Background: an optimization exercise with open tools, aiming at small area and a short achievable clock period. Do not read the settings as production practice.
In this exercise RTL edits were held to simulation tests only and were not proved equivalent to the original.
Power is estimated from default activity; no workload was simulated.

Setup of build 62:
==> flow/design.v <==
module reorder_buffer_mc #(
    parameter int unsigned DEPTH    = 16,
    parameter int unsigned IDX_W    = 4,
    parameter int unsigned DATA_W   = 32,
    parameter int unsigned COMMIT_W = 2,
    parameter int unsigned CDB_N    = 2
) (
    input  logic                         clk,
    input  logic                         rst,
    input  logic                         flush,
    input  logic                         alloc_valid,
    input  logic [4:0]                   alloc_rd,
    output logic                         alloc_ready,
    output logic [IDX_W-1:0]             alloc_tag,
    input  logic [CDB_N-1:0]             cdb_valid,
    input  logic [CDB_N*IDX_W-1:0]       cdb_tag,
    input  logic [CDB_N*DATA_W-1:0]      cdb_data,
    output logic [COMMIT_W-1:0]          commit_valid,
    output logic [COMMIT_W*5-1:0]        commit_rd,
    output logic [COMMIT_W*DATA_W-1:0]   commit_data,
    output logic [IDX_W-1:0]             rob_head,
    output logic [IDX_W:0]               count,
    output logic                         empty,
    output logic                         full
);
    localparam int unsigned HALF = DEPTH / 2;
    localparam int unsigned EW   = DATA_W + 6;    
    logic              done_q [DEPTH];
    logic [4:0]        rd_q   [DEPTH];
    logic [DATA_W-1:0] data_q [DEPTH];
    logic [IDX_W-1:0]  head_q, tail_q;
    logic [IDX_W:0]    count_q;
    logic              ne_q, ge2_q;
    logic              alloc_fire;
    logic [1:0]        ncommit;
    assign alloc_ready = !flush && !count_q[IDX_W];
    assign alloc_fire  = alloc_valid && alloc_ready;
    assign alloc_tag   = tail_q;
    assign rob_head    = head_q;
    assign count       = count_q;
    assign empty       = !ne_q;
    assign full        = count_q[IDX_W];
    localparam int unsigned NCP = 2;
    localparam int unsigned GRP = (EW + NCP - 1) / NCP;
    logic [HALF-1:0]  osel_q [NCP], esel_q [NCP];
    logic [NCP-1:0]   swap_q;
    logic [EW-1:0]    p0, p1;
    logic             rot_o, rot_e;
    assign rot_o = ncommit[1] || (ncommit[0] && head_q[0]);
    assign rot_e = ncommit[1] || (ncommit[0] && !head_q[0]);
    for (genvar c = 0; c < NCP; c++) begin : g_sel
        always_ff @(posedge clk) begin
            if (rst || flush) begin
                osel_q[c] <= HALF'(1);
                esel_q[c] <= HALF'(1);
                swap_q[c] <= 1'b0;
            end else begin
                if (rot_o) osel_q[c] <= {osel_q[c][HALF-2:0], osel_q[c][HALF-1]};
                if (rot_e) esel_q[c] <= {esel_q[c][HALF-2:0], esel_q[c][HALF-1]};
                swap_q[c] <= swap_q[c] ^ ncommit[0];
            end
        end
    end
    for (genvar b = 0; b < EW; b++) begin : g_rd
        logic [HALF-1:0] ob, eb;
        for (genvar j = 0; j < HALF; j++) begin : g_col
            assign ob[j] = (b == EW-1) ? done_q[2*j+1] : (b >= DATA_W) ? rd_q[2*j+1][b-DATA_W] : data_q[2*j+1][b];
            assign eb[j] = (b == EW-1) ? done_q[2*j]   : (b >= DATA_W) ? rd_q[2*j][b-DATA_W]   : data_q[2*j][b];
        end
        rob_rdbit u_rd (.osel(osel_q[b / GRP]), .esel(esel_q[b / GRP]), .ob(ob), .eb(eb), .swap(swap_q[b / GRP]), .p0(p0[b]), .p1(p1[b]));
    end
    assign commit_valid[0]   = !flush && p0[EW-1] && ne_q;
    assign commit_valid[1]   = !flush && p0[EW-1] && p1[EW-1] && ge2_q;
    assign commit_rd         = {p1[DATA_W +: 5], p0[DATA_W +: 5]};
    assign commit_data       = {p1[DATA_W-1:0], p0[DATA_W-1:0]};
    assign ncommit           = {commit_valid[1], commit_valid[0] && !commit_valid[1]};
    logic [IDX_W-1:0] head_nx [3];
    logic [IDX_W:0]   cnt_a [3], cnt_n [3];
    always_comb begin
        for (int unsigned n = 0; n < 3; n++) begin
            head_nx[n] = head_q + IDX_W'(n);
            cnt_a[n]   = count_q + (IDX_W+1)'(1) - (IDX_W+1)'(n);
            cnt_n[n]   = count_q - (IDX_W+1)'(n);
        end
    end
    logic [4:0] ge;
    assign ge[0] = 1'b1;
    assign ge[1] = ne_q;
    assign ge[2] = ge2_q;
    assign ge[3] = (count_q >= (IDX_W+1)'(3));
    assign ge[4] = (count_q >= (IDX_W+1)'(4));
    always_ff @(posedge clk) begin
        if (rst || flush) begin
            ne_q  <= 1'b0;
            ge2_q <= 1'b0;
        end else begin
            ne_q  <= alloc_fire ? ge[ncommit]     : ge[ncommit + 2'd1];
            ge2_q <= alloc_fire ? ge[ncommit + 1] : ge[ncommit + 2];
        end
    end
    always_ff @(posedge clk) begin
        if (rst || flush) begin
            head_q  <= '0;
            tail_q  <= '0;
            count_q <= '0;
        end else begin
            head_q  <= head_nx[ncommit];
            if (alloc_fire) tail_q <= tail_q + IDX_W'(1);
            count_q <= alloc_fire ? cnt_a[ncommit] : cnt_n[ncommit];
        end
    end
    for (genvar e = 0; e < DEPTH; e++) begin : g_ent
        logic hit0, hit1, w0, wr, at_tail, retire;
        assign hit0    = cdb_valid[0] && (cdb_tag[0 +: IDX_W] == IDX_W'(e));
        assign hit1    = cdb_valid[1] && (cdb_tag[IDX_W +: IDX_W] == IDX_W'(e));
        assign w0      = hit0 && !hit1;    
        assign wr      = hit0 || hit1;
        assign at_tail = alloc_fire && (tail_q == IDX_W'(e));
        if (e % 2 == 0) begin : g_even
            assign retire = esel_q[NCP-1][e/2] && (head_q[0] ? commit_valid[1] : commit_valid[0]);
        end else begin : g_odd
            assign retire = osel_q[NCP-1][e/2] && (head_q[0] ? commit_valid[0] : commit_valid[1]);
        end
        always_ff @(posedge clk) begin
            if (rst || flush) begin
                done_q[e] <= 1'b0;
            end else begin
                if (retire || at_tail) begin
                    done_q[e] <= 1'b0;
                end else if (wr) begin
                    done_q[e] <= 1'b1;
                end
            end
        end
        logic hold;
        assign hold = !wr;
        always_ff @(posedge clk) begin
            if (at_tail) rd_q[e] <= alloc_rd;
        end
        for (genvar b = 0; b < DATA_W; b++) begin : g_bit
            logic nxt;
            rob_wrbit u_wr (.w0(w0), .d0(cdb_data[b]), .w1(hit1), .d1(cdb_data[DATA_W+b]),
                            .hold(hold), .q(data_q[e][b]), .d(nxt));
            always_ff @(posedge clk) data_q[e][b] <= nxt;
        end
    end
endmodule
module rob_wrbit (
    input  logic w0, d0, w1, d1, hold, q,
    output logic d
);
    assign d = (w0 & d0) | (w1 & d1) | (hold & q);
endmodule
module rob_rdbit (
    input  logic [7:0] osel, esel, ob, eb,
    input  logic       swap,
    output logic       p0, p1
);
    logic o, e;
    assign o  = |(osel & ob);
    assign e  = |(esel & eb);
    assign p0 = swap ? o : e;
    assign p1 = swap ? e : o;
endmodule
Settings: LEC_CHECK=0, CAP_MARGIN=20, CELL_PAD_IN_SITES_DETAIL_PLACEMENT=1, CELL_PAD_IN_SITES_GLOBAL_PLACEMENT=1, CORE_MARGIN=2, CORE_UTILIZATION=50, CTS_CLUSTER_DIAMETER=80, CTS_CLUSTER_SIZE=24, PLACE_DENSITY=0.65, SETUP_SLACK_MARGIN=3.0, SLEW_MARGIN=20, SYNTH_HIERARCHICAL=1; clock period 6.0 ns.
standard.sh (not shown) runs the stock make flow with config.mk's settings and CLKGATE_MAP_FILE= SYNTH_SCRIPT=/design/flow/synth_recipe.tcl, a recipe that flattens the netlist after the stock synthesis.
==> flow/flow/run.sh <==
#!/bin/bash
# Standard layout, with the port buffers made from plain buffers instead of the default
# delay-cell buffers; every port still gets its own buffer.
set -euo pipefail
export BUFFER_PORTS_ARGS="-buffer_cell sky130_fd_sc_hd__buf_2"
bash standard.sh > standard.log 2>&1
#### Input delta (trial 84 over build 62)
--- a/flow/design.v
+++ b/flow/design.v
@@ -37,40 +37,33 @@
     assign alloc_fire  = alloc_valid && alloc_ready;
     assign alloc_tag   = tail_q;
     assign rob_head    = head_q;
     assign count       = count_q;
     assign empty       = !ne_q;
     assign full        = count_q[IDX_W];
-    localparam int unsigned NCP = 2;
-    localparam int unsigned GRP = (EW + NCP - 1) / NCP;
-    logic [HALF-1:0]  osel_q [NCP], esel_q [NCP];
-    logic [NCP-1:0]   swap_q;
+    logic [HALF-1:0]  osel_q, esel_q;
     logic [EW-1:0]    p0, p1;
     logic             rot_o, rot_e;
     assign rot_o = ncommit[1] || (ncommit[0] && head_q[0]);
     assign rot_e = ncommit[1] || (ncommit[0] && !head_q[0]);
-    for (genvar c = 0; c < NCP; c++) begin : g_sel
-        always_ff @(posedge clk) begin
-            if (rst || flush) begin
-                osel_q[c] <= HALF'(1);
-                esel_q[c] <= HALF'(1);
-                swap_q[c] <= 1'b0;
-            end else begin
-                if (rot_o) osel_q[c] <= {osel_q[c][HALF-2:0], osel_q[c][HALF-1]};
-                if (rot_e) esel_q[c] <= {esel_q[c][HALF-2:0], esel_q[c][HALF-1]};
-                swap_q[c] <= swap_q[c] ^ ncommit[0];
-            end
+    always_ff @(posedge clk) begin
+        if (rst || flush) begin
+            osel_q <= HALF'(1);
+            esel_q <= HALF'(1);
+        end else begin
+            if (rot_o) osel_q <= {osel_q[HALF-2:0], osel_q[HALF-1]};
+            if (rot_e) esel_q <= {esel_q[HALF-2:0], esel_q[HALF-1]};
         end
     end
     for (genvar b = 0; b < EW; b++) begin : g_rd
         logic [HALF-1:0] ob, eb;
         for (genvar j = 0; j < HALF; j++) begin : g_col
             assign ob[j] = (b == EW-1) ? done_q[2*j+1] : (b >= DATA_W) ? rd_q[2*j+1][b-DATA_W] : data_q[2*j+1][b];
             assign eb[j] = (b == EW-1) ? done_q[2*j]   : (b >= DATA_W) ? rd_q[2*j][b-DATA_W]   : data_q[2*j][b];
         end
-        rob_rdbit u_rd (.osel(osel_q[b / GRP]), .esel(esel_q[b / GRP]), .ob(ob), .eb(eb), .swap(swap_q[b / GRP]), .p0(p0[b]), .p1(p1[b]));
+        rob_rdbit u_rd (.osel(osel_q), .esel(esel_q), .ob(ob), .eb(eb), .swap(head_q[0]), .p0(p0[b]), .p1(p1[b]));
     end
     assign commit_valid[0]   = !flush && p0[EW-1] && ne_q;
     assign commit_valid[1]   = !flush && p0[EW-1] && p1[EW-1] && ge2_q;
     assign commit_rd         = {p1[DATA_W +: 5], p0[DATA_W +: 5]};
     assign commit_data       = {p1[DATA_W-1:0], p0[DATA_W-1:0]};
     assign ncommit           = {commit_valid[1], commit_valid[0] && !commit_valid[1]};
@@ -114,15 +107,15 @@
         assign hit0    = cdb_valid[0] && (cdb_tag[0 +: IDX_W] == IDX_W'(e));
         assign hit1    = cdb_valid[1] && (cdb_tag[IDX_W +: IDX_W] == IDX_W'(e));
         assign w0      = hit0 && !hit1;    
         assign wr      = hit0 || hit1;
         assign at_tail = alloc_fire && (tail_q == IDX_W'(e));
         if (e % 2 == 0) begin : g_even
-            assign retire = esel_q[NCP-1][e/2] && (head_q[0] ? commit_valid[1] : commit_valid[0]);
+            assign retire = esel_q[e/2] && (head_q[0] ? commit_valid[1] : commit_valid[0]);
         end else begin : g_odd
-            assign retire = osel_q[NCP-1][e/2] && (head_q[0] ? commit_valid[0] : commit_valid[1]);
+            assign retire = osel_q[e/2] && (head_q[0] ? commit_valid[0] : commit_valid[1]);
         end
         always_ff @(posedge clk) begin
             if (rst || flush) begin
                 done_q[e] <= 1'b0;
             end else begin
                 if (retire || at_tail) begin
==> comparison <==
| area of all placed cells without fillers | lower: trial 84 |. Trial 84 vs build 62: combined flip-flop and latch cell area down by a few percent. Changes observed in trial 84 relative to build 62: clock share of power decreased by 0.3 points relative to the old numbers, global-route met3 utilization increased by 16 points relative to the old numbers, wire length rose about 17%. Number of tap cells added at floorplan (trial 84 vs. build 62) decreases by a few percent. Compare build 62 and trial 84 | synthesized cell count lower: trial 84. Summary: with build 62 as the reference, number of clock buffers in the layout in trial 84 moved down by a few percent. From build 62 to trial 84 the numbers moved as follows: share of cell area taken by muxes after synthesis went up 0.64 points; minimum setup slack in the final design lost 0.17 ns.

separate check: timing with driven ports:
Ports are ideal in the flow. The routed layouts listed here were re-timed in OpenROAD. Step 1, drivers: a clkbuf_16 drives clk and a buf_2 each remaining input, both assumed. Step 2 times the ports against the registers' clock, not the clock port: input delays grow and output delays shrink by t, the midpoint of the rising clock arrivals with the driver on. a / b / c = ideal ports / drivers / drivers and shift; a / b = the first two.
run | t, ns | setup WS [ns] | worst setup path at the end | pins driven straight from the clock port
build 62 | 0.667 | 2.754 / 2.690 / 2.193 | input to register | 1
trial 84 | 0.674 | 2.585 / 2.516 / 2.114 | input to register | 1
After both steps setup and hold are still met in every run listed. The setup slack of build 62, which loses most, moves by -0.064 ns with the drivers and by -0.561 ns with both steps.
